Background: an optimization exercise with open tools, aiming at small area and a short achievable clock period. Do not read the settings as production practice.
No functional check of the RTL was part of any run shown here.
Power is estimated from default activity; no workload was simulated.

## flow/run.sh

```bash
#!/bin/bash
set -euo pipefail
export BUFFER_PORTS_ARGS="-buffer_cell sky130_fd_sc_hd__buf_1"
bash standard.sh > standard.log 2>&1
```

## standard.sh

```bash
#!/bin/bash
# synth_recipe.tcl (not shown) runs the flow's synth.tcl, then flattens the netlist and writes it again
# the make line also repeats each setting of config.mk as NAME=value (left out here)
make -C /OpenROAD-flow-scripts/flow DESIGN_CONFIG=/design/flow/config.mk WORK_HOME=/design/flow/orfs CLKGATE_MAP_FILE= SYNTH_SCRIPT=/design/flow/synth_recipe.tcl "${@:-finish}"
```

## config.mk

```make
export PLATFORM = sky130hd
export DESIGN_NAME = exec_stage
export DESIGN_NICKNAME = exec_stage
export VERILOG_FILES = /design/flow/design.v
export SDC_FILE = /design/flow/constraint.sdc
export NUM_CORES = 4
export LEC_CHECK = 0
export CAP_MARGIN = 20
export CELL_PAD_IN_SITES_DETAIL_PLACEMENT = 2
export CELL_PAD_IN_SITES_GLOBAL_PLACEMENT = 2
export CORE_MARGIN = 2
export CORE_UTILIZATION = 25
export PLACE_DENSITY = 0.45
export SETUP_SLACK_MARGIN = 0.3
export SLEW_MARGIN = 20
```

## constraint.sdc

```tcl
create_clock -name core_clock -period 13.0 [get_ports {clk}]
set_input_delay 2.6000 -clock core_clock [delete_from_list [all_inputs] [get_ports {clk}]]
set_output_delay 2.6000 -clock core_clock [all_outputs]
set_load 0.01 [all_outputs]
```

## design.v

```verilog
module exec_stage #(
  parameter int N = 24,
  parameter int M = 6
) (
  input  logic                clk,
  input  logic                rst,
  input  logic                en,
  input  logic [N-1:0]        rd1, rd2, rd3, pc, imm,
  input  logic [N*M-1:0]      rdv1, rdv2, rdv3,
  input  logic [N*M-1:0]      Forward1, Forward2, Forward3,
  input  logic                Fa, Fb, Fc,
  input  logic [3:0]          aluControl, Rc, opCode,
  input  logic                immSrc, branchFlag, memWrite, memToReg, regWrite, modeSel,
  input  logic [1:0]          opType,
  output logic [17+2*N*M-1:0] bufferOut
);
  localparam int NM = N * M;
  localparam int BW = 17 + 2 * NM;
  logic          isCtrl, ld, hold;
  logic [BW-1:0] q, d;
  assign isCtrl = (opType == 2'b10);
  assign ld     = rst & en;
  assign hold   = rst & ~en;
  logic opAdd, opSub, opAnd, opOr, opXor, opShl, opShr, opMul, opB, opA;
  assign opAdd = (aluControl == 4'b0000);
  assign opSub = (aluControl == 4'b0001);
  assign opAnd = (aluControl == 4'b0010);
  assign opOr  = (aluControl == 4'b0011);
  assign opXor = (aluControl == 4'b0100);
  assign opShl = (aluControl == 4'b0101);
  assign opShr = (aluControl == 4'b0110);
  assign opMul = (aluControl == 4'b0111);
  assign opB   = (aluControl == 4'b1000);
  assign opA   = (aluControl == 4'b1001);
  logic [N-1:0] a   [M];
  logic [N-1:0] b   [M];
  logic [N-1:0] t   [M];
  logic [N-1:0] cmpB, a0x;
  assign cmpB = Fb ? Forward2[N-1:0] : (modeSel ? rdv2[N-1:0] : rd2);
  assign a[0] = Fa ? Forward1[N-1:0] : (modeSel ? rdv1[N-1:0] : rd1);
  assign b[0] = (immSrc | isCtrl) ? imm : cmpB;
  assign t[0] = Fc ? Forward3[N-1:0] : (modeSel ? rdv3[N-1:0] : rd3);
  assign a0x  = isCtrl ? pc : a[0];
  for (genvar k = 1; k < M; k++) begin : g_ops
    assign a[k] = Fa ? Forward1[k*N +: N] : rdv1[k*N +: N];
    assign b[k] = immSrc ? imm : (Fb ? Forward2[k*N +: N] : rdv2[k*N +: N]);
    assign t[k] = {N{modeSel}} & (Fc ? Forward3[k*N +: N] : rdv3[k*N +: N]);
  end
  logic [N-1:0] r [M];
  logic [M-1:0] nz;
  for (genvar k = 0; k < M; k++) begin : g_lane
    logic on;
    if (k == 0) begin : g_l0
      assign on = ld;
      exec_lane u_lane (
        .a(a0x), .b(b[0]),
        .mul(opMul & ~isCtrl), .shl(opShl & ~isCtrl), .shr(opShr & ~isCtrl),
        .add(opAdd | isCtrl), .sub(opSub & ~isCtrl), .pa(opA & ~isCtrl), .pb(opB & ~isCtrl),
        .land(opAnd & ~isCtrl), .lor(opOr & ~isCtrl), .lxor(opXor & ~isCtrl),
        .on(on), .r(r[k]), .nz(nz[k]));
    end else begin : g_ln
      assign on = ld & modeSel & ~isCtrl;
      exec_lane u_lane (
        .a(a[k]), .b(b[k]),
        .mul(opMul), .shl(opShl), .shr(opShr), .add(opAdd), .sub(opSub), .pa(opA), .pb(opB),
        .land(opAnd), .lor(opOr), .lxor(opXor),
        .on(on), .r(r[k]), .nz(nz[k]));
    end
  end
  logic [N-1:0] cmpDiff;
  logic         cmpEq;
  assign cmpDiff = a[0] - cmpB;
  assign cmpEq   = (a[0] == cmpB);
  logic anyR, zeroFlag, negFlag;
  assign anyR     = |nz;
  assign zeroFlag = isCtrl ? (ld & cmpEq) : (ld & ~anyR);
  assign negFlag  = isCtrl ? (ld & cmpDiff[N-1]) : r[0][N-1];
  logic [BW-1:0] nx;
  assign nx = {{7{ld}} & {modeSel, opType, opCode},
               r[5], r[4], r[3], r[2], r[1], r[0], zeroFlag, negFlag,
               {8{ld}} & {branchFlag, memWrite, memToReg, regWrite, Rc},
               {NM{ld}} & {t[5], t[4], t[3], t[2], t[1], t[0]}};
  assign d = nx | ({BW{hold}} & q);
  always_ff @(posedge clk) q <= d;
  assign bufferOut = q;
endmodule
module exec_lane (
  input  logic [23:0] a, b,
  input  logic        mul, shl, shr, add, sub, pa, pb, land, lor, lxor,
  input  logic        on,
  output logic [23:0] r,
  output logic        nz
);
  logic [23:0] ar, x, z, p, pr, rl;
  logic        pz;
  logic [4:0]  s;
  logic [11:0] one, two, neg, bone, btwo, sone, stwo;
  logic [24:0] bx;
  logic        c0;
  for (genvar j = 0; j < 24; j++) begin : g_rev
    assign ar[j] = a[23-j];
    assign pr[j] = p[23-j];
  end
  assign x = shr ? ar : a;
  assign s  = b[4:0];
  assign bx = {b, 1'b0};
  for (genvar i = 0; i < 12; i++) begin : g_booth
    assign bone[i] = bx[2*i+1] ^ bx[2*i];
    assign btwo[i] = (bx[2*i+2] & ~bx[2*i+1] & ~bx[2*i]) | (~bx[2*i+2] & bx[2*i+1] & bx[2*i]);
    assign sone[i] = (s == 5'(2*i));
    assign stwo[i] = (s == 5'(2*i+1));
    if (i == 0) begin : g_d0
      assign one[i] = (mul & bone[i]) | ((shl | shr) & sone[i]) | add | sub | pa;
    end else begin : g_dn
      assign one[i] = (mul & bone[i]) | ((shl | shr) & sone[i]);
    end
    assign two[i] = (mul & btwo[i]) | ((shl | shr) & stwo[i]);
    assign neg[i] = mul & bx[2*i+2];
  end
  assign c0 = (mul & b[1]) | sub;
  assign z  = {24{add | sub | pb}} & (b ^ {24{sub}});
  exec_mac24 u_mac (.x(x), .one(one), .two(two), .neg(neg), .c0(c0), .z(z), .p(p), .pz(pz));
  logic gp, gr, ga, go, gx;
  assign gp = on & (mul | shl | add | sub | pa | pb);
  assign gr = on & shr;
  assign ga = on & land;
  assign go = on & lor;
  assign gx = on & lxor;
  assign rl = ({24{ga}} & (a & b)) | ({24{go}} & (a | b)) | ({24{gx}} & (a ^ b));
  assign r  = ({24{gp}} & p) | ({24{gr}} & pr) | rl;
  assign nz = ((gp | gr) & ~pz) | (|rl);
endmodule
module exec_mac24 (
  input  logic [23:0] x,
  input  logic [11:0] one, two, neg,
  input  logic        c0,
  input  logic [23:0] z,
  output logic [23:0] p,
  output logic        pz
);
  logic [23:0] pp0;
  assign pp0[0] = (one[0] & x[0]) ^ neg[0];
  assign pp0[1] = ((one[0] & x[1]) | (two[0] & x[0])) ^ neg[0];
  assign pp0[2] = ((one[0] & x[2]) | (two[0] & x[1])) ^ neg[0];
  assign pp0[3] = ((one[0] & x[3]) | (two[0] & x[2])) ^ neg[0];
  assign pp0[4] = ((one[0] & x[4]) | (two[0] & x[3])) ^ neg[0];
  assign pp0[5] = ((one[0] & x[5]) | (two[0] & x[4])) ^ neg[0];
  assign pp0[6] = ((one[0] & x[6]) | (two[0] & x[5])) ^ neg[0];
  assign pp0[7] = ((one[0] & x[7]) | (two[0] & x[6])) ^ neg[0];
  assign pp0[8] = ((one[0] & x[8]) | (two[0] & x[7])) ^ neg[0];
  assign pp0[9] = ((one[0] & x[9]) | (two[0] & x[8])) ^ neg[0];
  assign pp0[10] = ((one[0] & x[10]) | (two[0] & x[9])) ^ neg[0];
  assign pp0[11] = ((one[0] & x[11]) | (two[0] & x[10])) ^ neg[0];
  assign pp0[12] = ((one[0] & x[12]) | (two[0] & x[11])) ^ neg[0];
  assign pp0[13] = ((one[0] & x[13]) | (two[0] & x[12])) ^ neg[0];
  assign pp0[14] = ((one[0] & x[14]) | (two[0] & x[13])) ^ neg[0];
  assign pp0[15] = ((one[0] & x[15]) | (two[0] & x[14])) ^ neg[0];
  assign pp0[16] = ((one[0] & x[16]) | (two[0] & x[15])) ^ neg[0];
  assign pp0[17] = ((one[0] & x[17]) | (two[0] & x[16])) ^ neg[0];
  assign pp0[18] = ((one[0] & x[18]) | (two[0] & x[17])) ^ neg[0];
  assign pp0[19] = ((one[0] & x[19]) | (two[0] & x[18])) ^ neg[0];
  assign pp0[20] = ((one[0] & x[20]) | (two[0] & x[19])) ^ neg[0];
  assign pp0[21] = ((one[0] & x[21]) | (two[0] & x[20])) ^ neg[0];
  assign pp0[22] = ((one[0] & x[22]) | (two[0] & x[21])) ^ neg[0];
  assign pp0[23] = ((one[0] & x[23]) | (two[0] & x[22])) ^ neg[0];
  logic [21:0] pp1;
  assign pp1[0] = ((one[1] & x[0]) ^ neg[1]) | z[2];
  assign pp1[1] = (((one[1] & x[1]) | (two[1] & x[0])) ^ neg[1]) | z[3];
  assign pp1[2] = (((one[1] & x[2]) | (two[1] & x[1])) ^ neg[1]) | z[4];
  assign pp1[3] = (((one[1] & x[3]) | (two[1] & x[2])) ^ neg[1]) | z[5];
  assign pp1[4] = (((one[1] & x[4]) | (two[1] & x[3])) ^ neg[1]) | z[6];
  assign pp1[5] = (((one[1] & x[5]) | (two[1] & x[4])) ^ neg[1]) | z[7];
  assign pp1[6] = (((one[1] & x[6]) | (two[1] & x[5])) ^ neg[1]) | z[8];
  assign pp1[7] = (((one[1] & x[7]) | (two[1] & x[6])) ^ neg[1]) | z[9];
  assign pp1[8] = (((one[1] & x[8]) | (two[1] & x[7])) ^ neg[1]) | z[10];
  assign pp1[9] = (((one[1] & x[9]) | (two[1] & x[8])) ^ neg[1]) | z[11];
  assign pp1[10] = (((one[1] & x[10]) | (two[1] & x[9])) ^ neg[1]) | z[12];
  assign pp1[11] = (((one[1] & x[11]) | (two[1] & x[10])) ^ neg[1]) | z[13];
  assign pp1[12] = (((one[1] & x[12]) | (two[1] & x[11])) ^ neg[1]) | z[14];
  assign pp1[13] = (((one[1] & x[13]) | (two[1] & x[12])) ^ neg[1]) | z[15];
  assign pp1[14] = (((one[1] & x[14]) | (two[1] & x[13])) ^ neg[1]) | z[16];
  assign pp1[15] = (((one[1] & x[15]) | (two[1] & x[14])) ^ neg[1]) | z[17];
  assign pp1[16] = (((one[1] & x[16]) | (two[1] & x[15])) ^ neg[1]) | z[18];
  assign pp1[17] = (((one[1] & x[17]) | (two[1] & x[16])) ^ neg[1]) | z[19];
  assign pp1[18] = (((one[1] & x[18]) | (two[1] & x[17])) ^ neg[1]) | z[20];
  assign pp1[19] = (((one[1] & x[19]) | (two[1] & x[18])) ^ neg[1]) | z[21];
  assign pp1[20] = (((one[1] & x[20]) | (two[1] & x[19])) ^ neg[1]) | z[22];
  assign pp1[21] = (((one[1] & x[21]) | (two[1] & x[20])) ^ neg[1]) | z[23];
  logic [19:0] pp2;
  assign pp2[0] = (one[2] & x[0]) ^ neg[2];
  assign pp2[1] = ((one[2] & x[1]) | (two[2] & x[0])) ^ neg[2];
  assign pp2[2] = ((one[2] & x[2]) | (two[2] & x[1])) ^ neg[2];
  assign pp2[3] = ((one[2] & x[3]) | (two[2] & x[2])) ^ neg[2];
  assign pp2[4] = ((one[2] & x[4]) | (two[2] & x[3])) ^ neg[2];
  assign pp2[5] = ((one[2] & x[5]) | (two[2] & x[4])) ^ neg[2];
  assign pp2[6] = ((one[2] & x[6]) | (two[2] & x[5])) ^ neg[2];
  assign pp2[7] = ((one[2] & x[7]) | (two[2] & x[6])) ^ neg[2];
  assign pp2[8] = ((one[2] & x[8]) | (two[2] & x[7])) ^ neg[2];
  assign pp2[9] = ((one[2] & x[9]) | (two[2] & x[8])) ^ neg[2];
  assign pp2[10] = ((one[2] & x[10]) | (two[2] & x[9])) ^ neg[2];
  assign pp2[11] = ((one[2] & x[11]) | (two[2] & x[10])) ^ neg[2];
  assign pp2[12] = ((one[2] & x[12]) | (two[2] & x[11])) ^ neg[2];
  assign pp2[13] = ((one[2] & x[13]) | (two[2] & x[12])) ^ neg[2];
  assign pp2[14] = ((one[2] & x[14]) | (two[2] & x[13])) ^ neg[2];
  assign pp2[15] = ((one[2] & x[15]) | (two[2] & x[14])) ^ neg[2];
  assign pp2[16] = ((one[2] & x[16]) | (two[2] & x[15])) ^ neg[2];
  assign pp2[17] = ((one[2] & x[17]) | (two[2] & x[16])) ^ neg[2];
  assign pp2[18] = ((one[2] & x[18]) | (two[2] & x[17])) ^ neg[2];
  assign pp2[19] = ((one[2] & x[19]) | (two[2] & x[18])) ^ neg[2];
  logic [17:0] pp3;
  assign pp3[0] = (one[3] & x[0]) ^ neg[3];
  assign pp3[1] = ((one[3] & x[1]) | (two[3] & x[0])) ^ neg[3];
  assign pp3[2] = ((one[3] & x[2]) | (two[3] & x[1])) ^ neg[3];
  assign pp3[3] = ((one[3] & x[3]) | (two[3] & x[2])) ^ neg[3];
  assign pp3[4] = ((one[3] & x[4]) | (two[3] & x[3])) ^ neg[3];
  assign pp3[5] = ((one[3] & x[5]) | (two[3] & x[4])) ^ neg[3];
  assign pp3[6] = ((one[3] & x[6]) | (two[3] & x[5])) ^ neg[3];
  assign pp3[7] = ((one[3] & x[7]) | (two[3] & x[6])) ^ neg[3];
  assign pp3[8] = ((one[3] & x[8]) | (two[3] & x[7])) ^ neg[3];
  assign pp3[9] = ((one[3] & x[9]) | (two[3] & x[8])) ^ neg[3];
  assign pp3[10] = ((one[3] & x[10]) | (two[3] & x[9])) ^ neg[3];
  assign pp3[11] = ((one[3] & x[11]) | (two[3] & x[10])) ^ neg[3];
  assign pp3[12] = ((one[3] & x[12]) | (two[3] & x[11])) ^ neg[3];
  assign pp3[13] = ((one[3] & x[13]) | (two[3] & x[12])) ^ neg[3];
  assign pp3[14] = ((one[3] & x[14]) | (two[3] & x[13])) ^ neg[3];
  assign pp3[15] = ((one[3] & x[15]) | (two[3] & x[14])) ^ neg[3];
  assign pp3[16] = ((one[3] & x[16]) | (two[3] & x[15])) ^ neg[3];
  assign pp3[17] = ((one[3] & x[17]) | (two[3] & x[16])) ^ neg[3];
  logic [15:0] pp4;
  assign pp4[0] = (one[4] & x[0]) ^ neg[4];
  assign pp4[1] = ((one[4] & x[1]) | (two[4] & x[0])) ^ neg[4];
  assign pp4[2] = ((one[4] & x[2]) | (two[4] & x[1])) ^ neg[4];
  assign pp4[3] = ((one[4] & x[3]) | (two[4] & x[2])) ^ neg[4];
  assign pp4[4] = ((one[4] & x[4]) | (two[4] & x[3])) ^ neg[4];
  assign pp4[5] = ((one[4] & x[5]) | (two[4] & x[4])) ^ neg[4];
  assign pp4[6] = ((one[4] & x[6]) | (two[4] & x[5])) ^ neg[4];
  assign pp4[7] = ((one[4] & x[7]) | (two[4] & x[6])) ^ neg[4];
  assign pp4[8] = ((one[4] & x[8]) | (two[4] & x[7])) ^ neg[4];
  assign pp4[9] = ((one[4] & x[9]) | (two[4] & x[8])) ^ neg[4];
  assign pp4[10] = ((one[4] & x[10]) | (two[4] & x[9])) ^ neg[4];
  assign pp4[11] = ((one[4] & x[11]) | (two[4] & x[10])) ^ neg[4];
  assign pp4[12] = ((one[4] & x[12]) | (two[4] & x[11])) ^ neg[4];
  assign pp4[13] = ((one[4] & x[13]) | (two[4] & x[12])) ^ neg[4];
  assign pp4[14] = ((one[4] & x[14]) | (two[4] & x[13])) ^ neg[4];
  assign pp4[15] = ((one[4] & x[15]) | (two[4] & x[14])) ^ neg[4];
  logic [13:0] pp5;
  assign pp5[0] = (one[5] & x[0]) ^ neg[5];
  assign pp5[1] = ((one[5] & x[1]) | (two[5] & x[0])) ^ neg[5];
  assign pp5[2] = ((one[5] & x[2]) | (two[5] & x[1])) ^ neg[5];
  assign pp5[3] = ((one[5] & x[3]) | (two[5] & x[2])) ^ neg[5];
  assign pp5[4] = ((one[5] & x[4]) | (two[5] & x[3])) ^ neg[5];
  assign pp5[5] = ((one[5] & x[5]) | (two[5] & x[4])) ^ neg[5];
  assign pp5[6] = ((one[5] & x[6]) | (two[5] & x[5])) ^ neg[5];
  assign pp5[7] = ((one[5] & x[7]) | (two[5] & x[6])) ^ neg[5];
  assign pp5[8] = ((one[5] & x[8]) | (two[5] & x[7])) ^ neg[5];
  assign pp5[9] = ((one[5] & x[9]) | (two[5] & x[8])) ^ neg[5];
  assign pp5[10] = ((one[5] & x[10]) | (two[5] & x[9])) ^ neg[5];
  assign pp5[11] = ((one[5] & x[11]) | (two[5] & x[10])) ^ neg[5];
  assign pp5[12] = ((one[5] & x[12]) | (two[5] & x[11])) ^ neg[5];
  assign pp5[13] = ((one[5] & x[13]) | (two[5] & x[12])) ^ neg[5];
  logic [11:0] pp6;
  assign pp6[0] = (one[6] & x[0]) ^ neg[6];
  assign pp6[1] = ((one[6] & x[1]) | (two[6] & x[0])) ^ neg[6];
  assign pp6[2] = ((one[6] & x[2]) | (two[6] & x[1])) ^ neg[6];
  assign pp6[3] = ((one[6] & x[3]) | (two[6] & x[2])) ^ neg[6];
  assign pp6[4] = ((one[6] & x[4]) | (two[6] & x[3])) ^ neg[6];
  assign pp6[5] = ((one[6] & x[5]) | (two[6] & x[4])) ^ neg[6];
  assign pp6[6] = ((one[6] & x[6]) | (two[6] & x[5])) ^ neg[6];
  assign pp6[7] = ((one[6] & x[7]) | (two[6] & x[6])) ^ neg[6];
  assign pp6[8] = ((one[6] & x[8]) | (two[6] & x[7])) ^ neg[6];
  assign pp6[9] = ((one[6] & x[9]) | (two[6] & x[8])) ^ neg[6];
  assign pp6[10] = ((one[6] & x[10]) | (two[6] & x[9])) ^ neg[6];
  assign pp6[11] = ((one[6] & x[11]) | (two[6] & x[10])) ^ neg[6];
  logic [9:0] pp7;
  assign pp7[0] = (one[7] & x[0]) ^ neg[7];
  assign pp7[1] = ((one[7] & x[1]) | (two[7] & x[0])) ^ neg[7];
  assign pp7[2] = ((one[7] & x[2]) | (two[7] & x[1])) ^ neg[7];
  assign pp7[3] = ((one[7] & x[3]) | (two[7] & x[2])) ^ neg[7];
  assign pp7[4] = ((one[7] & x[4]) | (two[7] & x[3])) ^ neg[7];
  assign pp7[5] = ((one[7] & x[5]) | (two[7] & x[4])) ^ neg[7];
  assign pp7[6] = ((one[7] & x[6]) | (two[7] & x[5])) ^ neg[7];
  assign pp7[7] = ((one[7] & x[7]) | (two[7] & x[6])) ^ neg[7];
  assign pp7[8] = ((one[7] & x[8]) | (two[7] & x[7])) ^ neg[7];
  assign pp7[9] = ((one[7] & x[9]) | (two[7] & x[8])) ^ neg[7];
  logic [7:0] pp8;
  assign pp8[0] = (one[8] & x[0]) ^ neg[8];
  assign pp8[1] = ((one[8] & x[1]) | (two[8] & x[0])) ^ neg[8];
  assign pp8[2] = ((one[8] & x[2]) | (two[8] & x[1])) ^ neg[8];
  assign pp8[3] = ((one[8] & x[3]) | (two[8] & x[2])) ^ neg[8];
  assign pp8[4] = ((one[8] & x[4]) | (two[8] & x[3])) ^ neg[8];
  assign pp8[5] = ((one[8] & x[5]) | (two[8] & x[4])) ^ neg[8];
  assign pp8[6] = ((one[8] & x[6]) | (two[8] & x[5])) ^ neg[8];
  assign pp8[7] = ((one[8] & x[7]) | (two[8] & x[6])) ^ neg[8];
  logic [5:0] pp9;
  assign pp9[0] = (one[9] & x[0]) ^ neg[9];
  assign pp9[1] = ((one[9] & x[1]) | (two[9] & x[0])) ^ neg[9];
  assign pp9[2] = ((one[9] & x[2]) | (two[9] & x[1])) ^ neg[9];
  assign pp9[3] = ((one[9] & x[3]) | (two[9] & x[2])) ^ neg[9];
  assign pp9[4] = ((one[9] & x[4]) | (two[9] & x[3])) ^ neg[9];
  assign pp9[5] = ((one[9] & x[5]) | (two[9] & x[4])) ^ neg[9];
  logic [3:0] pp10;
  assign pp10[0] = (one[10] & x[0]) ^ neg[10];
  assign pp10[1] = ((one[10] & x[1]) | (two[10] & x[0])) ^ neg[10];
  assign pp10[2] = ((one[10] & x[2]) | (two[10] & x[1])) ^ neg[10];
  assign pp10[3] = ((one[10] & x[3]) | (two[10] & x[2])) ^ neg[10];
  logic [1:0] pp11;
  assign pp11[0] = (one[11] & x[0]) ^ neg[11];
  assign pp11[1] = ((one[11] & x[1]) | (two[11] & x[0])) ^ neg[11];
  logic s0, co0;
  logic s1, co1;
  logic s2, co2;
  logic s3, co3;
  logic s4, co4;
  logic s5, co5;
  logic s6, co6;
  logic s7, co7;
  logic s8, co8;
  logic s9, co9;
  logic s10, co10;
  logic s11, co11;
  logic s12, co12;
  logic s13, co13;
  logic s14, co14;
  logic s15, co15;
  logic s16;
  logic s17;
  logic s18;
  logic s19;
  logic s20, co20;
  logic s21, co21;
  logic s22, co22;
  logic s23, co23;
  logic s24, co24;
  logic s25, co25;
  logic s26, co26;
  logic s27, co27;
  logic s28, co28;
  logic s29, co29;
  logic s30, co30;
  logic s31, co31;
  logic s32, co32;
  logic s33, co33;
  logic s34, co34;
  logic s35, co35;
  logic s36, co36;
  logic s37, co37;
  logic s38, co38;
  logic s39, co39;
  logic s40, co40;
  logic s41, co41;
  logic s42, co42;
  logic s43, co43;
  logic s44, co44;
  logic s45, co45;
  logic s46, co46;
  logic s47, co47;
  logic s48, co48;
  logic s49, co49;
  logic s50, co50;
  logic s51, co51;
  logic s52, co52;
  logic s53;
  logic s54;
  logic s55;
  logic s56, co56;
  logic s57, co57;
  logic s58, co58;
  logic s59, co59;
  logic s60, co60;
  logic s61, co61;
  logic s62, co62;
  logic s63, co63;
  logic s64, co64;
  logic s65, co65;
  logic s66, co66;
  logic s67, co67;
  logic s68, co68;
  logic s69, co69;
  logic s70, co70;
  logic s71, co71;
  logic s72, co72;
  logic s73, co73;
  logic s74, co74;
  logic s75, co75;
  logic s76, co76;
  logic s77, co77;
  logic s78, co78;
  logic s79, co79;
  logic s80, co80;
  logic s81, co81;
  logic s82, co82;
  logic s83, co83;
  logic s84, co84;
  logic s85, co85;
  logic s86, co86;
  logic s87, co87;
  logic s88;
  logic s89;
  logic s90, co90;
  logic s91, co91;
  logic s92, co92;
  logic s93, co93;
  logic s94, co94;
  logic s95, co95;
  logic s96, co96;
  logic s97, co97;
  logic s98, co98;
  logic s99, co99;
  logic s100, co100;
  logic s101, co101;
  logic s102, co102;
  logic s103, co103;
  logic s104, co104;
  logic s105, co105;
  logic s106, co106;
  logic s107, co107;
  logic s108, co108;
  logic s109;
  logic s110, co110;
  logic s111, co111;
  logic s112, co112;
  logic s113, co113;
  logic s114, co114;
  logic s115, co115;
  logic s116, co116;
  logic s117, co117;
  logic s118, co118;
  logic s119, co119;
  logic s120, co120;
  logic s121, co121;
  logic s122, co122;
  logic s123, co123;
  logic s124, co124;
  logic s125, co125;
  logic s126, co126;
  logic s127, co127;
  logic s128, co128;
  logic s129, co129;
  logic s130, co130;
  logic s131, co131;
  logic s132, co132;
  logic s133;
  assign {co0, s0} = neg[8] + pp0[16];
  assign {co1, s1} = pp0[17] + pp1[15];
  assign {co2, s2} = neg[9] + pp0[18] + pp1[16];
  assign {co3, s3} = pp2[14] + pp3[12];
  assign {co4, s4} = pp0[19] + pp1[17] + pp2[15];
  assign {co5, s5} = pp3[13] + pp4[11];
  assign {co6, s6} = neg[10] + pp0[20] + pp1[18];
  assign {co7, s7} = pp2[16] + pp3[14] + pp4[12];
  assign {co8, s8} = pp5[10] + pp6[8];
  assign {co9, s9} = pp0[21] + pp1[19] + pp2[17];
  assign {co10, s10} = pp3[15] + pp4[13] + pp5[11];
  assign {co11, s11} = pp6[9] + pp7[7];
  assign {co12, s12} = neg[11] + pp0[22] + pp1[20];
  assign {co13, s13} = pp2[18] + pp3[16] + pp4[14];
  assign {co14, s14} = pp5[12] + pp6[10] + pp7[8];
  assign {co15, s15} = pp8[6] + pp9[4];
  assign s16 = pp0[23] ^ pp1[21] ^ pp2[19];
  assign s17 = pp3[17] ^ pp4[15] ^ pp5[13];
  assign s18 = pp6[11] ^ pp7[9] ^ pp8[7];
  assign s19 = pp9[5] ^ pp10[3];
  assign {co20, s20} = neg[5] + pp0[10];
  assign {co21, s21} = pp0[11] + pp1[9];
  assign {co22, s22} = neg[6] + pp0[12] + pp1[10];
  assign {co23, s23} = pp2[8] + pp3[6];
  assign {co24, s24} = pp0[13] + pp1[11] + pp2[9];
  assign {co25, s25} = pp3[7] + pp4[5];
  assign {co26, s26} = neg[7] + pp0[14] + pp1[12];
  assign {co27, s27} = pp2[10] + pp3[8] + pp4[6];
  assign {co28, s28} = pp5[4] + pp6[2];
  assign {co29, s29} = pp0[15] + pp1[13] + pp2[11];
  assign {co30, s30} = pp3[9] + pp4[7] + pp5[5];
  assign {co31, s31} = pp6[3] + pp7[1];
  assign {co32, s32} = pp1[14] + pp2[12] + pp3[10];
  assign {co33, s33} = pp4[8] + pp5[6] + pp6[4];
  assign {co34, s34} = pp7[2] + pp8[0] + s0;
  assign {co35, s35} = pp2[13] + pp3[11] + pp4[9];
  assign {co36, s36} = pp5[7] + pp6[5] + pp7[3];
  assign {co37, s37} = pp8[1] + co0 + s1;
  assign {co38, s38} = pp4[10] + pp5[8] + pp6[6];
  assign {co39, s39} = pp7[4] + pp8[2] + pp9[0];
  assign {co40, s40} = co1 + s3 + s2;
  assign {co41, s41} = pp5[9] + pp6[7] + pp7[5];
  assign {co42, s42} = pp8[3] + pp9[1] + co3;
  assign {co43, s43} = s5 + co2 + s4;
  assign {co44, s44} = pp7[6] + pp8[4] + pp9[2];
  assign {co45, s45} = pp10[0] + co5 + s8;
  assign {co46, s46} = co4 + s6 + s7;
  assign {co47, s47} = pp8[5] + pp9[3] + pp10[1];
  assign {co48, s48} = co8 + s11 + co6;
  assign {co49, s49} = co7 + s9 + s10;
  assign {co50, s50} = pp10[2] + pp11[0] + co11;
  assign {co51, s51} = s15 + co9 + co10;
  assign {co52, s52} = s12 + s13 + s14;
  assign s53 = pp11[1] ^ co15 ^ s19;
  assign s54 = co12 ^ co13 ^ co14;
  assign s55 = s16 ^ s17 ^ s18;
  assign {co56, s56} = neg[3] + pp0[6];
  assign {co57, s57} = pp0[7] + pp1[5];
  assign {co58, s58} = neg[4] + pp0[8] + pp1[6];
  assign {co59, s59} = pp2[4] + pp3[2];
  assign {co60, s60} = pp0[9] + pp1[7] + pp2[5];
  assign {co61, s61} = pp3[3] + pp4[1];
  assign {co62, s62} = pp1[8] + pp2[6] + pp3[4];
  assign {co63, s63} = pp4[2] + pp5[0] + s20;
  assign {co64, s64} = pp2[7] + pp3[5] + pp4[3];
  assign {co65, s65} = pp5[1] + co20 + s21;
  assign {co66, s66} = pp4[4] + pp5[2] + pp6[0];
  assign {co67, s67} = co21 + s23 + s22;
  assign {co68, s68} = pp5[3] + pp6[1] + co23;
  assign {co69, s69} = s25 + co22 + s24;
  assign {co70, s70} = pp7[0] + co25 + s28;
  assign {co71, s71} = co24 + s26 + s27;
  assign {co72, s72} = co28 + s31 + co26;
  assign {co73, s73} = co27 + s29 + s30;
  assign {co74, s74} = co31 + co29 + co30;
  assign {co75, s75} = s32 + s33 + s34;
  assign {co76, s76} = co32 + co33 + s35;
  assign {co77, s77} = s36 + co34 + s37;
  assign {co78, s78} = co35 + co36 + s38;
  assign {co79, s79} = s39 + co37 + s40;
  assign {co80, s80} = co38 + co39 + s41;
  assign {co81, s81} = s42 + co40 + s43;
  assign {co82, s82} = co41 + s44 + co42;
  assign {co83, s83} = s45 + co43 + s46;
  assign {co84, s84} = co44 + s47 + co45;
  assign {co85, s85} = s48 + co46 + s49;
  assign {co86, s86} = co47 + s50 + co48;
  assign {co87, s87} = s51 + co49 + s52;
  assign s88 = co50 ^ s53 ^ co51;
  assign s89 = s54 ^ co52 ^ s55;
  assign {co90, s90} = neg[2] + pp0[4];
  assign {co91, s91} = pp0[5] + pp1[3];
  assign {co92, s92} = pp1[4] + pp2[2] + pp3[0];
  assign {co93, s93} = pp2[3] + pp3[1] + co56;
  assign {co94, s94} = pp4[0] + co57 + s59;
  assign {co95, s95} = co59 + s61 + co58;
  assign {co96, s96} = co61 + co60 + s62;
  assign {co97, s97} = co62 + s64 + co63;
  assign {co98, s98} = co64 + s66 + co65;
  assign {co99, s99} = co66 + s68 + co67;
  assign {co100, s100} = co68 + s70 + co69;
  assign {co101, s101} = co70 + s72 + co71;
  assign {co102, s102} = co72 + s74 + co73;
  assign {co103, s103} = co74 + s76 + co75;
  assign {co104, s104} = co76 + s78 + co77;
  assign {co105, s105} = co78 + s80 + co79;
  assign {co106, s106} = co80 + s82 + co81;
  assign {co107, s107} = co82 + s84 + co83;
  assign {co108, s108} = co84 + s86 + co85;
  assign s109 = co86 ^ s88 ^ co87;
  assign {co110, s110} = c0 + z[0];
  assign {co111, s111} = z[1] + pp0[1];
  assign {co112, s112} = neg[1] + pp0[2] + pp1[0];
  assign {co113, s113} = pp0[3] + pp1[1];
  assign {co114, s114} = pp1[2] + pp2[0] + s90;
  assign {co115, s115} = pp2[1] + co90 + s91;
  assign {co116, s116} = co91 + s56 + s92;
  assign {co117, s117} = s57 + co92 + s93;
  assign {co118, s118} = s58 + co93 + s94;
  assign {co119, s119} = s60 + co94 + s95;
  assign {co120, s120} = s63 + co95 + s96;
  assign {co121, s121} = s65 + co96 + s97;
  assign {co122, s122} = s67 + co97 + s98;
  assign {co123, s123} = s69 + co98 + s99;
  assign {co124, s124} = s71 + co99 + s100;
  assign {co125, s125} = s73 + co100 + s101;
  assign {co126, s126} = s75 + co101 + s102;
  assign {co127, s127} = s77 + co102 + s103;
  assign {co128, s128} = s79 + co103 + s104;
  assign {co129, s129} = s81 + co104 + s105;
  assign {co130, s130} = s83 + co105 + s106;
  assign {co131, s131} = s85 + co106 + s107;
  assign {co132, s132} = s87 + co107 + s108;
  assign s133 = s89 ^ co108 ^ s109;
  logic [23:0] ra, rb;
  assign ra[0] = pp0[0];
  assign rb[0] = s110;
  assign ra[1] = co110;
  assign rb[1] = s111;
  assign ra[2] = co111;
  assign rb[2] = s112;
  assign ra[3] = co112;
  assign rb[3] = s113;
  assign ra[4] = co113;
  assign rb[4] = s114;
  assign ra[5] = co114;
  assign rb[5] = s115;
  assign ra[6] = co115;
  assign rb[6] = s116;
  assign ra[7] = co116;
  assign rb[7] = s117;
  assign ra[8] = co117;
  assign rb[8] = s118;
  assign ra[9] = co118;
  assign rb[9] = s119;
  assign ra[10] = co119;
  assign rb[10] = s120;
  assign ra[11] = co120;
  assign rb[11] = s121;
  assign ra[12] = co121;
  assign rb[12] = s122;
  assign ra[13] = co122;
  assign rb[13] = s123;
  assign ra[14] = co123;
  assign rb[14] = s124;
  assign ra[15] = co124;
  assign rb[15] = s125;
  assign ra[16] = co125;
  assign rb[16] = s126;
  assign ra[17] = co126;
  assign rb[17] = s127;
  assign ra[18] = co127;
  assign rb[18] = s128;
  assign ra[19] = co128;
  assign rb[19] = s129;
  assign ra[20] = co129;
  assign rb[20] = s130;
  assign ra[21] = co130;
  assign rb[21] = s131;
  assign ra[22] = co131;
  assign rb[22] = s132;
  assign ra[23] = co132;
  assign rb[23] = s133;
  assign p = ra + rb;
  assign pz = &((ra ^ rb) ~^ {ra[22:0] | rb[22:0], 1'b0});
endmodule
```

==> results.py, run 1 <==
metrics = {
    "worst_setup_path": {
        "path_buf_inv": 7,
        "crit_path_end_kind": "register",
        "slowest_stage": "xor2_1",
        "reg2regPathDepth": 2,
        "cp.depth": 27,
        "cp_slowest_stage_delay_ps": 980,
        "crit_required_ps": 13650,
        "path_max_fanout": 29,
        "start_kind": "input port",
        "crit_top_cell": "fa_1",
        "worstSetupPathType": "input port to register",
        "path_delay_family": "adder cells",
        "critPathArrivalTime_ps": 13090,
    },
    "power": {
        "leakage_uw": 0.0341,
        "p_seq_frac": 0.103,
        "powerDensity_mw_per_mm2": 120,
        "combPwrFrac": 0.756,
        "p_total_uw": 10800,
        "p_sw_uw": 6610,
        "intPower_uw": 4160,
        "netSwitchingFraction": 0.614,
        "ir_worst_vdd_mv": 0.140,
        "clockPowerShare": 0.142,
    },
    "global_routing": {
        "antenna_found_initial": 352,
        "grt_max_degree": 146,
        "grtUsageTotal": 0.434,
        "overflow": 0,
        "grt_pass1_wl_mm": 892,
        "grt_pass1_vias": 87300,
    },
    "clocking": {
        "numCtsBuffers": 47,
        "cts_setup_buffers": 0,
        "cts_tree": "built",
        "path_clk_slew_ps": 70,
        "htreeDepth": 2,
        "ctsResizeCount": 0,
        "cts_max_path_buffers": 3,
        "cts.root.buffer_cell": "clkbuf_16",
        "cts_sinks": 305,
        "clk_latency_ps": 740,
        "cts_hold_buf": 0,
    },
    "timing": {
        "rsz0062_at_grt": "no",
        "max_slew_margin": 0.0505,
        "hold_ws_ps": 454,
        "setup_violations": 0,
        "fin_setup_tns_ps": 0,
        "period_minus_slack_ps": 12440,
        "hold_viol_final": 0,
        "tightest_slew_ps": 1410,
        "clock.fmax_ghz": 0.0804,
        "fin_crit_sh": 0.957,
        "finalClockSkew_ps": 0,
        "final-max-slew-violation-count": 0,
    },
    "layout": {
        "regArea_mm2": 0.00611,
        "reg_top3": "q (305)",
        "multi_input_area_mm2": 0.0645,
        "layout.nets": 12800,
        "syn2layout_area_growth_pct": 17.1,
        "largest_register_ffs": 305,
        "nFillCells": 35600,
        "top_register": "q",
        "drive_above_1_share": 0.0954,
    },
    "synth": {
        "synth_cell_type_count": 102,
        "syn_inst": 9320,
        "synth_edf_count": 0,
        "synth-warning-count": 8,
        "avgSynthCellArea_um2": 8.22,
        "synthesis.nets": 11700,
        "ys_ff_latch": 305,
        "yosysSeqAreaShare": 0.0797,
        "async_flop_share": 0,
        "ys.flop_type": "dfxtp_1",
        "synth_area_mm2": 0.0766,
    },
    "routing": {
        "drt_wl_total_mm": 697,
        "wl_met1_mm": 289,
        "wl_met3_mm": 68.4,
        "viasPerCell": 5.94,
        "drt_first_pass_iters": 6,
        "wl_met2_mm": 288,
        "drt-initial-drc-count": 11000,
        "drc_errors": 0,
        "wl_per_cell_um": 47.2,
        "ant_nets": 0,
        "vias": 87700,
        "top_layer_used": "met5",
    },
    "die": {
        "dieArea_mm2": 0.311,
        "top_level_ports": 1315,
        "die_x_um": 558,
        "dieHeight_um": 558,
        "start_util": 0.251,
        "core-area_mm2": 0.305,
        "row_count": 203,
    },
    "place": {
        "numPortBuffers": 1314,
        "hpwl_mm": 592,
        "place.gp.congestion": 1.16,
    },
    "worst_hold_path": {
        "min-delay-path-class": "register to register",
        "min_delay_path_depth": 2,
    },
    "run_status": {
        "outcome": "no timing/DRC/antenna violations",
    },
    "run": {
        "maxCapViolCount": 0,
    },
}
-- final timing paths --
path / endpoint / slack (ps) / start
setup / recovery: q[153]$_DFF_P_ / 560 / Fb
hold / removal: q[33]$_DFF_P_ / 450 / q[33]$_DFF_P_
setup reg to reg: q[216]$_DFF_P_ / 11510 / q[216]$_DFF_P_
hold reg to reg: q[33]$_DFF_P_ / 450 / q[33]$_DFF_P_
-- per-layer routing --
layer,vias up,track usage
li1,34900,-
met1,46100,0.565
met2,5420,0.626
met3,1211,0.120
met4,64,0.280
met5,-,0
-- cell type report --
class                      instances  area share
tap                             4100      0.0572
clock inverter                    31     0.00484
multi-input combinational       7405       0.719
clock buffer                      56      0.0142
inverter                         971      0.0407
antenna                          163     0.00455
sequential                       305      0.0681
timing repair buffer            1725      0.0913
-- power groups by stage --
stage | Combinational, uW | Sequential [uW] | Clock (uW)
floorplan | 3810 | 1090 | 0
global placement | 7610 | 1120 | 0
detailed placement | 7770 | 1120 | 0
CTS | 7830 | 1100 | 1540
global route | 8340 | 1110 | 1570
finish | 8130 | 1110 | 1520
-- worst reg2reg max path, cell delays in order, from the launching register on --
cell and delay [ps]:
dfxtp_1 440, a221oi_1 680, o211ai_1 210
-- kinds of logic after synthesis --
kind of cell | after synthesis | synth area share
AOI/OAI and AO/OA | 2586 | 0.226
xor gates and xnor gates | 1472 | 0.170
adders and majority gates | 1331 | 0.277
buffers and inverters | 1610 | 0.0840
DFF | 305 | 0.0797
muxes | 538 | 0.0734
and+or+nand+nor | 1478 | 0.0897
-- per-stage QoR --
stage / instances / setup WS (ps) / area, um2 / utilization
after global placement: 14500 / 337 / 87500 / 0.286
after floorplan: 9320 / 2740 / 76600 / -
after CTS: 14600 / 965 / 89200 / 0.292
final: 14800 / 557 / 89700 / 0.294
after detailed placement: 14500 / 215 / 87500 / 0.287
after global routing: 14700 / 655 / 89600 / 0.293
-- layout by cell type (no fill, tap or decap), drive strengths merged, types with 13 or more instances in the layout --
cell     count
o2111ai     26
nand4       60
a211oi      28
a221o       75
mux2       180
nand3       65
xor2       297
mux2i      358
o31ai       13
o21bai      24
a21o        58
a221oi      94
o211ai      44
nand2b      50
nand2      665
a22oi      337
buf       1713
a21oi      287
o22ai      675
inv        961
dfxtp      305
and3        13
nor2       335
nor2b       76
a222oi      24
a32oi       13
clkbuf      68
clkinv      30
o21a        60
o21ai      699
and4        16
nor4        71
xnor2     1163
ha         719
fa         612
nor3        55
a21boi      35
diode      163
a31oi       28
or3         19
-- cells in the mapped netlist, types with 305 or more instances --
master    number  share of area
o22ai_1      665          0.054
inv_1        883          0.043
mux2i_1      356          0.046
o21ai_0      504          0.033
clkbuf_1     451          0.022
xnor2_1     1163           0.13
dfxtp_1      305          0.080
nor2_1       326          0.016
ha_1         719           0.12
nand2_1      659          0.032
fa_1         612           0.16
a22oi_1      332          0.033
==> inputs of run 2 (changes only) <==
--- a/design.v
+++ b/design.v
@@ -623,6 +623,143 @@
   assign rb[22] = s132;
   assign ra[23] = co132;
   assign rb[23] = s133;
-  assign p = ra + rb;
+  logic [23:0] p_g, p_p;
+  assign p_g = ra & rb;
+  assign p_p = ra ^ rb;
+  logic p_G0, p_P0;
+  assign p_G0 = p_g[1] | (p_p[1] & p_g[0]);
+  assign p_P0 = p_p[1] & p_p[0];
+  logic p_G1, p_P1;
+  assign p_G1 = p_g[3] | (p_p[3] & p_g[2]);
+  assign p_P1 = p_p[3] & p_p[2];
+  logic p_G2, p_P2;
+  assign p_G2 = p_g[5] | (p_p[5] & p_g[4]);
+  assign p_P2 = p_p[5] & p_p[4];
+  logic p_G3, p_P3;
+  assign p_G3 = p_g[7] | (p_p[7] & p_g[6]);
+  assign p_P3 = p_p[7] & p_p[6];
+  logic p_G4, p_P4;
+  assign p_G4 = p_g[9] | (p_p[9] & p_g[8]);
+  assign p_P4 = p_p[9] & p_p[8];
+  logic p_G5, p_P5;
+  assign p_G5 = p_g[11] | (p_p[11] & p_g[10]);
+  assign p_P5 = p_p[11] & p_p[10];
+  logic p_G6, p_P6;
+  assign p_G6 = p_g[13] | (p_p[13] & p_g[12]);
+  assign p_P6 = p_p[13] & p_p[12];
+  logic p_G7, p_P7;
+  assign p_G7 = p_g[15] | (p_p[15] & p_g[14]);
+  assign p_P7 = p_p[15] & p_p[14];
+  logic p_G8, p_P8;
+  assign p_G8 = p_g[17] | (p_p[17] & p_g[16]);
+  assign p_P8 = p_p[17] & p_p[16];
+  logic p_G9, p_P9;
+  assign p_G9 = p_g[19] | (p_p[19] & p_g[18]);
+  assign p_P9 = p_p[19] & p_p[18];
+  logic p_G10, p_P10;
+  assign p_G10 = p_g[21] | (p_p[21] & p_g[20]);
+  assign p_P10 = p_p[21] & p_p[20];
+  logic p_G11, p_P11;
+  assign p_G11 = p_G1 | (p_P1 & p_G0);
+  assign p_P11 = p_P1 & p_P0;
+  logic p_G12, p_P12;
+  assign p_G12 = p_G3 | (p_P3 & p_G2);
+  assign p_P12 = p_P3 & p_P2;
+  logic p_G13, p_P13;
+  assign p_G13 = p_G5 | (p_P5 & p_G4);
+  assign p_P13 = p_P5 & p_P4;
+  logic p_G14, p_P14;
+  assign p_G14 = p_G7 | (p_P7 & p_G6);
+  assign p_P14 = p_P7 & p_P6;
+  logic p_G15, p_P15;
+  assign p_G15 = p_G9 | (p_P9 & p_G8);
+  assign p_P15 = p_P9 & p_P8;
+  logic p_G16, p_P16;
+  assign p_G16 = p_G12 | (p_P12 & p_G11);
+  assign p_P16 = p_P12 & p_P11;
+  logic p_G17, p_P17;
+  assign p_G17 = p_G14 | (p_P14 & p_G13);
+  assign p_P17 = p_P14 & p_P13;
+  logic p_G18, p_P18;
+  assign p_G18 = p_G17 | (p_P17 & p_G16);
+  assign p_P18 = p_P17 & p_P16;
+  logic p_G19, p_P19;
+  assign p_G19 = p_G13 | (p_P13 & p_G16);
+  assign p_P19 = p_P13 & p_P16;
+  logic p_G20, p_P20;
+  assign p_G20 = p_G15 | (p_P15 & p_G18);
+  assign p_P20 = p_P15 & p_P18;
+  logic p_G21, p_P21;
+  assign p_G21 = p_G2 | (p_P2 & p_G11);
+  assign p_P21 = p_P2 & p_P11;
+  logic p_G22, p_P22;
+  assign p_G22 = p_G4 | (p_P4 & p_G16);
+  assign p_P22 = p_P4 & p_P16;
+  logic p_G23, p_P23;
+  assign p_G23 = p_G6 | (p_P6 & p_G19);
+  assign p_P23 = p_P6 & p_P19;
+  logic p_G24, p_P24;
+  assign p_G24 = p_G8 | (p_P8 & p_G18);
+  assign p_P24 = p_P8 & p_P18;
+  logic p_G25, p_P25;
+  assign p_G25 = p_G10 | (p_P10 & p_G20);
+  assign p_P25 = p_P10 & p_P20;
+  logic p_G26, p_P26;
+  assign p_G26 = p_g[2] | (p_p[2] & p_G0);
+  assign p_P26 = p_p[2] & p_P0;
+  logic p_G27, p_P27;
+  assign p_G27 = p_g[4] | (p_p[4] & p_G11);
+  assign p_P27 = p_p[4] & p_P11;
+  logic p_G28, p_P28;
+  assign p_G28 = p_g[6] | (p_p[6] & p_G21);
+  assign p_P28 = p_p[6] & p_P21;
+  logic p_G29, p_P29;
+  assign p_G29 = p_g[8] | (p_p[8] & p_G16);
+  assign p_P29 = p_p[8] & p_P16;
+  logic p_G30, p_P30;
+  assign p_G30 = p_g[10] | (p_p[10] & p_G22);
+  assign p_P30 = p_p[10] & p_P22;
+  logic p_G31, p_P31;
+  assign p_G31 = p_g[12] | (p_p[12] & p_G19);
+  assign p_P31 = p_p[12] & p_P19;
+  logic p_G32, p_P32;
+  assign p_G32 = p_g[14] | (p_p[14] & p_G23);
+  assign p_P32 = p_p[14] & p_P23;
+  logic p_G33, p_P33;
+  assign p_G33 = p_g[16] | (p_p[16] & p_G18);
+  assign p_P33 = p_p[16] & p_P18;
+  logic p_G34, p_P34;
+  assign p_G34 = p_g[18] | (p_p[18] & p_G24);
+  assign p_P34 = p_p[18] & p_P24;
+  logic p_G35, p_P35;
+  assign p_G35 = p_g[20] | (p_p[20] & p_G20);
+  assign p_P35 = p_p[20] & p_P20;
+  logic p_G36, p_P36;
+  assign p_G36 = p_g[22] | (p_p[22] & p_G25);
+  assign p_P36 = p_p[22] & p_P25;
+  assign p[0] = p_p[0];
+  assign p[1] = p_p[1] ^ p_g[0];
+  assign p[2] = p_p[2] ^ p_G0;
+  assign p[3] = p_p[3] ^ p_G26;
+  assign p[4] = p_p[4] ^ p_G11;
+  assign p[5] = p_p[5] ^ p_G27;
+  assign p[6] = p_p[6] ^ p_G21;
+  assign p[7] = p_p[7] ^ p_G28;
+  assign p[8] = p_p[8] ^ p_G16;
+  assign p[9] = p_p[9] ^ p_G29;
+  assign p[10] = p_p[10] ^ p_G22;
+  assign p[11] = p_p[11] ^ p_G30;
+  assign p[12] = p_p[12] ^ p_G19;
+  assign p[13] = p_p[13] ^ p_G31;
+  assign p[14] = p_p[14] ^ p_G23;
+  assign p[15] = p_p[15] ^ p_G32;
+  assign p[16] = p_p[16] ^ p_G18;
+  assign p[17] = p_p[17] ^ p_G33;
+  assign p[18] = p_p[18] ^ p_G24;
+  assign p[19] = p_p[19] ^ p_G34;
+  assign p[20] = p_p[20] ^ p_G20;
+  assign p[21] = p_p[21] ^ p_G35;
+  assign p[22] = p_p[22] ^ p_G25;
+  assign p[23] = p_p[23] ^ p_G36;
   assign pz = &((ra ^ rb) ~^ {ra[22:0] | rb[22:0], 1'b0});
 endmodule
--- a/config.mk
+++ b/config.mk
@@ -5,11 +5,12 @@
 export SDC_FILE = /design/flow/constraint.sdc
 export NUM_CORES = 4
 export LEC_CHECK = 0
+export ABC_AREA = 1
 export CAP_MARGIN = 20
 export CELL_PAD_IN_SITES_DETAIL_PLACEMENT = 2
 export CELL_PAD_IN_SITES_GLOBAL_PLACEMENT = 2
 export CORE_MARGIN = 2
-export CORE_UTILIZATION = 25
-export PLACE_DENSITY = 0.45
+export CORE_UTILIZATION = 50
+export PLACE_DENSITY = 0.6
 export SETUP_SLACK_MARGIN = 0.3
 export SLEW_MARGIN = 20
==> run 2 against run 1 <==
  * Area after synthesis rose by 0.39%
  * Synthesized cell count increased by 21%
  * The run now fails in global placement (3_3_place_gp)
==> results.py, run 2 <==
metrics = {
    "synth": {
        "synth_area_leaders": "fa_1 (18%), nand2_1 (13%), ha_1 (12%), xor2_1 (10%), dfxtp_1 (7.9%)",
        "synth_top_area_cell": "fa_1",
        "ys_top_cells_by_count": "nand2_1 (2587), inv_1 (1433), xor2_1 (883)",
        "synth_top_area_frac": 0.176,
        "synth-warning-count": 8,
        "synthMostInstantiatedCell": "nand2_1",
        "synth_edf_count": 0,
        "ys.flop_type": "dfxtp_1",
        "avgSynthCellArea_um2": 6.84,
        "synthesis.nets": 13700,
        "synth_cell_type_count": 59,
        "synth_area_mm2": 0.0769,
        "yosysSeqAreaShare": 0.0794,
        "ys_ff_latch": 305,
        "async_flop_share": 0,
        "syn_inst": 11300,
    },
    "die": {
        "start_util": 0.505,
        "row_count": 143,
        "die_x_um": 396,
        "top_level_ports": 1315,
        "dieHeight_um": 396,
    },
    "run_status": {
        "outcome": "aborted with a tool error",
        "error": "[ERROR GPL-0301] Utilization 102.014 % exceeds 100%.",
        "failing_step": "global placement (3_3_place_gp)",
    },
    "place": {
        "numPortBuffers": 1314,
    },
}
## run 2: cell families after synthesis
| logic type | synth area share |
|---|---|
| flip-flops | 0.0794 |
| adder cells (fa/ha/maj) | 0.292 |
| AO/OA/AOI/OAI | 0.173 |
| XOR/XNOR | 0.116 |
| buffers and inverters | 0.109 |
| AND/OR/NAND/NOR | 0.229 |
==> inputs of run 3 (changes only) <==
--- a/config.mk
+++ b/config.mk
@@ -12,5 +12,5 @@
 export CORE_MARGIN = 2
 export CORE_UTILIZATION = 50
 export PLACE_DENSITY = 0.6
-export SETUP_SLACK_MARGIN = 0.3
+export SETUP_SLACK_MARGIN = 5
 export SLEW_MARGIN = 20
==> run 3 against run 2 <==
  * The flow again stops in global placement (3_3_place_gp)
  * Area after synthesis did not move
  * Synthesized cell count is the same
==> results.py, run 3 <==
metrics = {
    "run_status": {
        "outcome": "aborted with a tool error",
        "failing_step": "global placement (3_3_place_gp)",
        "error": "[ERROR GPL-0301] Utilization 103.069 % exceeds 100%.",
    },
    "synth": {
        "synth-warning-count": 8,
        "ys_top_cells_by_count": "nand2_1 (2587), inv_1 (1433), xor2_1 (883)",
        "yosysSeqAreaShare": 0.0794,
        "synth_area_leaders": "fa_1 (18%), nand2_1 (13%), ha_1 (12%), xor2_1 (10%), dfxtp_1 (7.9%)",
        "ys.flop_type": "dfxtp_1",
        "ys_ff_latch": 305,
        "syn_inst": 11300,
        "synthesis.nets": 13700,
        "async_flop_share": 0,
        "avgSynthCellArea_um2": 6.84,
        "synth_top_area_cell": "fa_1",
        "synth_edf_count": 0,
        "synthMostInstantiatedCell": "nand2_1",
        "synth_cell_type_count": 59,
        "synth_top_area_frac": 0.176,
        "synth_area_mm2": 0.0769,
    },
    "place": {
        "numPortBuffers": 1314,
    },
    "die": {
        "start_util": 0.505,
        "top_level_ports": 1315,
        "row_count": 143,
        "dieHeight_um": 396,
        "die_x_um": 396,
    },
}
## run 3: kinds of logic after synthesis
group / after synthesis / synth area share
AND/OR/NAND/NOR: 4223 / 0.229
buffers and inverters: 2188 / 0.109
AO/OA/AOI/OAI: 2126 / 0.173
adder cells (fa/ha/maj): 1391 / 0.292
XOR/XNOR: 1021 / 0.116
flip-flops: 305 / 0.0794
==> inputs of run 4 (changes only) <==
==> config.mk (replaced) <==
export PLATFORM = sky130hd
export DESIGN_NAME = exec_stage
export DESIGN_NICKNAME = exec_stage
export VERILOG_FILES = /design/flow/design.v
export SDC_FILE = /design/flow/constraint.sdc
export NUM_CORES = 4
export LEC_CHECK = 0
export ABC_AREA = 1
export CAP_MARGIN = 20
export CELL_PAD_IN_SITES_DETAIL_PLACEMENT = 1
export CELL_PAD_IN_SITES_GLOBAL_PLACEMENT = 1
export CORE_MARGIN = 2
export CORE_UTILIZATION = 45
export PLACE_DENSITY = 0.65
export SETUP_SLACK_MARGIN = 5
export SLEW_MARGIN = 20
==> run 4 against run 3 <==
  * The run fails in global routing (5_1_grt)
  * Synthesized cell count stayed put
  * Area after synthesis unchanged
==> results.py, run 4 <==
metrics = {
    "synth": {
        "synthesis.nets": 13700,
        "syn_inst": 11300,
        "synth-warning-count": 8,
        "avgSynthCellArea_um2": 6.84,
        "async_flop_share": 0,
        "ys_top_cells_by_count": "nand2_1 (2587), inv_1 (1433), xor2_1 (883)",
        "synth_cell_type_count": 59,
        "ys_ff_latch": 305,
        "synth_top_area_cell": "fa_1",
        "yosysSeqAreaShare": 0.0794,
        "synthSimpleGateAreaFrac": 0.229,
        "synth_top_family_by_area": "adder cells",
        "synth_top_area_frac": 0.176,
        "synthAdderAreaFrac": 0.292,
        "synth_edf_count": 0,
        "synthMuxAreaShare": 0,
        "synth_area_leaders": "fa_1 (18%), nand2_1 (13%), ha_1 (12%), xor2_1 (10%), dfxtp_1 (7.9%)",
        "synth-xor-area-share": 0.116,
        "ys.flop_type": "dfxtp_1",
        "synth_compound_area_frac": 0.173,
        "synthMostInstantiatedCell": "nand2_1",
        "synth_area_mm2": 0.0769,
    },
    "die": {
        "row_count": 151,
        "dieHeight_um": 417,
        "die_x_um": 417,
        "start_util": 0.453,
        "top_level_ports": 1315,
    },
    "place": {
        "placed_area_mm2": 0.0851,
        "hpwl_mm": 419,
        "numPortBuffers": 1314,
        "place.gp.congestion": 1.13,
    },
    "run_status": {
        "outcome": "aborted with a tool error",
        "error": "[ERROR GRT-0116] Global routing finished with congestion. Check the congestion regions in the DRC Viewer.",
        "failing_step": "global routing (5_1_grt)",
    },
    "global_routing": {
        "grtUsageTotal": 0.776,
        "overflow": 316,
        "grt_max_degree": 105,
        "grt_pass1_vias": 119000,
        "grt_pass1_wl_mm": 975,
    },
    "clocking": {
        "cts.root.buffer_cell": "clkbuf_16",
        "cts_hold_buf": 0,
        "numCtsBuffers": 41,
        "cts_max_path_buffers": 3,
        "cts_sinks": 305,
        "htreeDepth": 2,
    },
}
## run 4: cell counts after synthesis
No cell type changed its count.
## run 4: how the worst min path moves through the flow
stage / slack (ps) / end / start
after floorplan: 470 / q[304]$_DFF_P_ / q[304]$_DFF_P_
after global placement: 430 / q[304]$_DFF_P_ / q[304]$_DFF_P_
after detailed placement: 440 / q[304]$_DFF_P_ / q[304]$_DFF_P_
after CTS: 460 / q[102]$_DFF_P_ / q[102]$_DFF_P_
## run 4: per-stage QoR
stage | setup WS [ps] | std cells | utilization
after detailed placement | 1290 | 14300 | 0.502
after floorplan | 4750 | 11300 | -
after global placement | 1430 | 14300 | 0.501
after CTS | 4180 | 15100 | 0.576
## run 4: kinds of logic after synthesis
| logic type | count (synthesis) |
|---|---|
| compound gates | 2126 |
| xor+xnor | 1021 |
| fa+ha+maj | 1391 |
| buf+inv | 2188 |
| flops | 305 |
| simple gates | 4223 |
## run 4: timing repair
action,in CTS
resized for setup,1371
buffers inserted,591
cloned,63
pin swaps,308
setup endpoints to repair,146
## run 4: metal layers
metal | global-route usage | GRT overflow
met5 | 0.326 | 2
met4 | 0.733 | 165
met3 | 0.655 | 2
met2 | 0.929 | 145
met1 | 0.780 | 2
## run 4: power by group through the flow
| stage | sequential (uW) | combinational [uW] | clock (uW) |
|---|---|---|---|
| after floorplan | 1090 | 3720 | 0 |
| after global placement | 1080 | 5930 | 0 |
| after detailed placement | 1080 | 6260 | 0 |
| after CTS | 1060 | 7400 | 1250 |

## re-timing with driven ports
Ports are ideal in the flow. The routed layout listed here was re-timed in OpenROAD. Step 1 (the two cells are an assumption about what drives the block):
set clk [get_ports {clk}]
set_driving_cell -lib_cell sky130_fd_sc_hd__clkbuf_16 $clk
set_driving_cell -lib_cell sky130_fd_sc_hd__buf_2 [delete_from_list [all_inputs] $clk]
Step 2, shift: input delay + t, output delay - t, t = (earliest + latest rising clock arrival at the registers) / 2. This alone moves slack from input paths to output paths. a / b / c = no drivers / after step 1 / after step 2; a / b = the first two.
run: run 1
t (ns): 0.812
setup WS [ns]: 0.557 / 0.619 / -0.194
pins driven straight from the clock port: 1
With both steps, setup timing fails in run 1, where it was met with ideal ports. For run 1, drivers alone change the setup slack by +0.062 ns; drivers and shift together by -0.751 ns.
